Context: an optimization exercise on an open-source flow, tuned for small area, a short achievable clock period and few clock cycles. The choices shown serve that exercise and are no tape-out recipe. In this exercise RTL edits were held to simulation tests only and were not proved equivalent to the original.

Design cacheTop, start of the top module:
module cacheTop #(
	parameter int AddrWidth  = 32,
	parameter int SetBits    = 3,
	parameter int WordBits   = 3,
	parameter int CasLatency = 2
) (
	input  logic                           Clock,
	input  logic                           Reset_L,
	input  logic [AddrWidth-1:0]           cpuAddr,
	input  logic [cachePkg::DataWidth-1:0] cpuWriteData,
	output logic [cachePkg::DataWidth-1:0] cpuReadData,
	input  logic                           as_L,
	input  logic                           uds_L,
	input  logic                           lds_L,
	input  logic                           we_L,
	input  logic                           dramSelectCpu,	 
	output logic                           dtack_L,
	output logic                           dramSelect_L,
	output logic [AddrWidth-1:0]           dramAddr,
	output logic [cachePkg::DataWidth-1:0] dramWriteData,
	output logic                           dramUds_L,
	output logic                           dramLds_L,
	output logic                           dramWe_L,
	output logic                           dramAs_L,
	input  logic [cachePkg::DataWidth-1:0] dramReadData,
	input  logic                           dramDtack_L,
	input  logic                           dramCas_L,
	input  logic                           dramRas_L
);
For scale: ~11,000 cells after synthesis, roughly 5,300 flip-flops, roughly 140 I/O pins, roughly 0.15 sq mm of cells after synthesis.
==> flow/config.mk <==
export PLATFORM = sky130hd
export DESIGN_NAME = cacheTop
export DESIGN_NICKNAME = cacheTop
export VERILOG_FILES = /design/flow/design.v
export SDC_FILE = /design/flow/constraint.sdc
export NUM_CORES = 4
export LEC_CHECK = 0
export CAP_MARGIN = 20
export CORE_MARGIN = 2
export CORE_UTILIZATION = 40
export CTS_BUF_LIST = sky130_fd_sc_hd__clkbuf_16
export CTS_CLUSTER_DIAMETER = 60
export CTS_CLUSTER_SIZE = 30
export SETUP_SLACK_MARGIN = 5
export SLEW_MARGIN = 20
==> flow/constraint.sdc <==
create_clock -name core_clock -period 8.5 [get_ports {Clock}]
set_input_delay 1.7000 -clock core_clock [delete_from_list [all_inputs] [get_ports {Clock}]]
set_output_delay 1.7000 -clock core_clock [all_outputs]
set_load 0.01 [all_outputs]
run.sh (not shown) runs the stock make flow with config.mk's settings and CLKGATE_MAP_FILE= SYNTH_SCRIPT=/design/flow/synth_recipe.tcl, a recipe that flattens the netlist after the stock synthesis.
Testbench counts at the start, summed over its fixed seeds: cycles 123,485.
Change:
--- a/flow/design.v
+++ b/flow/design.v
@@ -94,28 +94,32 @@
 			end
 		end
 	end
 	logic [NumSets-1:0] setSel;
 	logic [NumSets-1:0] match [cachePkg::NumWays];
 	logic               pendHere, pendEq, validHere;
 	always_comb begin
 		for (int s = 0; s < NumSets; s++)
 			setSel[s] = (rdSet == s);
 		pendHere = pend && (rdSet == pendSet);
 		pendEq   = (pendTag == rdTag);
 		for (int w = 0; w < cachePkg::NumWays; w++) begin
+			logic             pendW;
+			logic [NumSets-1:0] placeEn;
+			validHere = |(validMem[w] & setSel);
+			pendW     = pendHere && pendWay == w;
+			placeEn   = posSel & {NumSets{validHere && !pendW}};
 			for (int p = 0; p < NumSets; p++)
 				match[w][p] = (tagRing[w][p] == rdTag);
-			validHere  = |(validMem[w] & setSel);
-			hitWays[w] = validHere && ((pendHere && pendWay == w) ? pendEq : |(match[w] & posSel));
+			hitWays[w] = |(match[w] & placeEn) || (pendW && validHere && pendEq);
 		end
 	end
 endmodule
 `timescale 1ns/100ps
 module dataStore #(
 	parameter int SetBits  = 3,
 	parameter int WordBits = 3
 ) (
 	input  logic                           Clock,
 	input  logic                           Reset_L,
 	output logic [SetBits-1:0]             phase,	 
 	output logic [(1<<SetBits)-1:0]        posSel,	 
@@ -255,37 +259,38 @@
 	assign set  = cpuAddr[SetBits+WordBits:WordBits+1];
 	assign word = cpuAddr[WordBits:1];
 	assign cpuReq     = !as_L && dramSelectCpu && !acked;
 	assign hit        = |hitWays;
 	assign hitWay     = {hitWays[3] | hitWays[2], hitWays[3] | hitWays[1]};
 	assign fillActive = (dstate == dFillReq) || (dstate == dFillGap) || (dstate == dFillData);
 	assign inData     = (dstate == dFillData);
 	logic [cachePkg::NumWays-1:0] wayReady;
 	always_comb
 		for (int w = 0; w < cachePkg::NumWays; w++)
 			wayReady[w] = !(fillActive && set == fillSet && fillWay == w) || (inData && cnt >= word);
 	assign readAck    = cpuReq && we_L && |(hitWays & wayReady);
-	logic [cachePkg::DataWidth-1:0] wayWord [cachePkg::NumWays];
+	logic [cachePkg::NumWays-1:0]   capW, stW, ringW;
+	logic                           capHit, stHit;
 	logic [cachePkg::DataWidth-1:0] readWord;
 	always_comb begin
-		readWord = '0;
 		for (int w = 0; w < cachePkg::NumWays; w++) begin
-			if (fillActive && set == fillSet && fillWay == w && inData && cnt == word)
-				wayWord[w] = dramReadData;
-			else if (set == stSet && stWay == w && stValid[word])
-				wayWord[w] = stData;
-			else
-				wayWord[w] = rdData[w];
-			readWord = readWord | (wayWord[w] & {cachePkg::DataWidth{hitWays[w]}});
+			capW[w]  = fillActive && set == fillSet && fillWay == w && inData && cnt == word;
+			stW[w]   = set == stSet && stWay == w && stValid[word] && !capW[w];
+			ringW[w] = !capW[w] && !stW[w];
 		end
+		capHit   = |(hitWays & capW);
+		stHit    = |(hitWays & stW);
+		readWord = (dramReadData & {cachePkg::DataWidth{capHit}}) | (stData & {cachePkg::DataWidth{stHit}});
+		for (int w = 0; w < cachePkg::NumWays; w++)
+			readWord = readWord | (rdData[w] & {cachePkg::DataWidth{hitWays[w] & ringW[w]}});
 	end
 	assign fillOk     = !(|stDirty) || (SetBits'(stSet - phase) <= SetBits'(5));
 	assign readMiss   = cpuReq && we_L && !hit && (dstate == dIdle) && fillOk;
 	assign writeIssue = cpuReq && !we_L && (dstate == dIdle);
 	assign writeAck   = (dstate == dWrReq) && !dramDtack_L;
 	always_comb begin
 		dnext = dstate;
 		case (dstate)
 			dIdle:     if (readMiss) dnext = dFillReq;
 			           else if (writeIssue) dnext = dWrReq;
 			dFillReq:  if (!dramCas_L && dramRas_L) dnext = (CasLatency > 1) ? dFillGap : dFillData;
 			dFillGap:  if (cnt == WordBits'(CasLatency - 2)) dnext = dFillData;
Result: The new run completed without violations. Final area falls by 1.9%. Core utilization came out lower by 0.46 points. Worst setup slack gains 0.20 ns. Non-clock buffer count decreases by 124. Final cell count is lower by 1.6%. Via count falls by 4.1%. First-iteration DRC count is lower by 13%.
Testbench counts after the change, summed over its fixed seeds: cycles 123,485.

separate check: timing with driven ports:
How much do the figures lean on ideal ports? The routed layouts below were timed once more, with nothing changed but the port constraints.
Step 1: set_driving_cell puts a clkbuf_16 on Clock and a buf_2 on each other input, an assumption about the parent block.
Step 2 adds t to the input delays and takes it off the output delays; t is the mean of the earliest and latest rising clock arrival at the registers after step 1. Input paths then give back, and output paths get back, about the clock's delay inside the block.
Slacks: no drivers / after step 1 / after step 2; pairs: no drivers / after step 1.
run	shift t [ns]	slack for setup (ns)	slew at the worst register clock pin (ns)
the first run	1.083	4.657 / 4.610 / 3.527	0.12 / 0.12
the second run	1.081	4.859 / 4.775 / 3.694	0.11 / 0.11
After both steps every run listed still meets setup and hold. For the second run, which loses most, drivers alone change the setup slack by -0.084 ns; drivers and shift together by -1.165 ns.
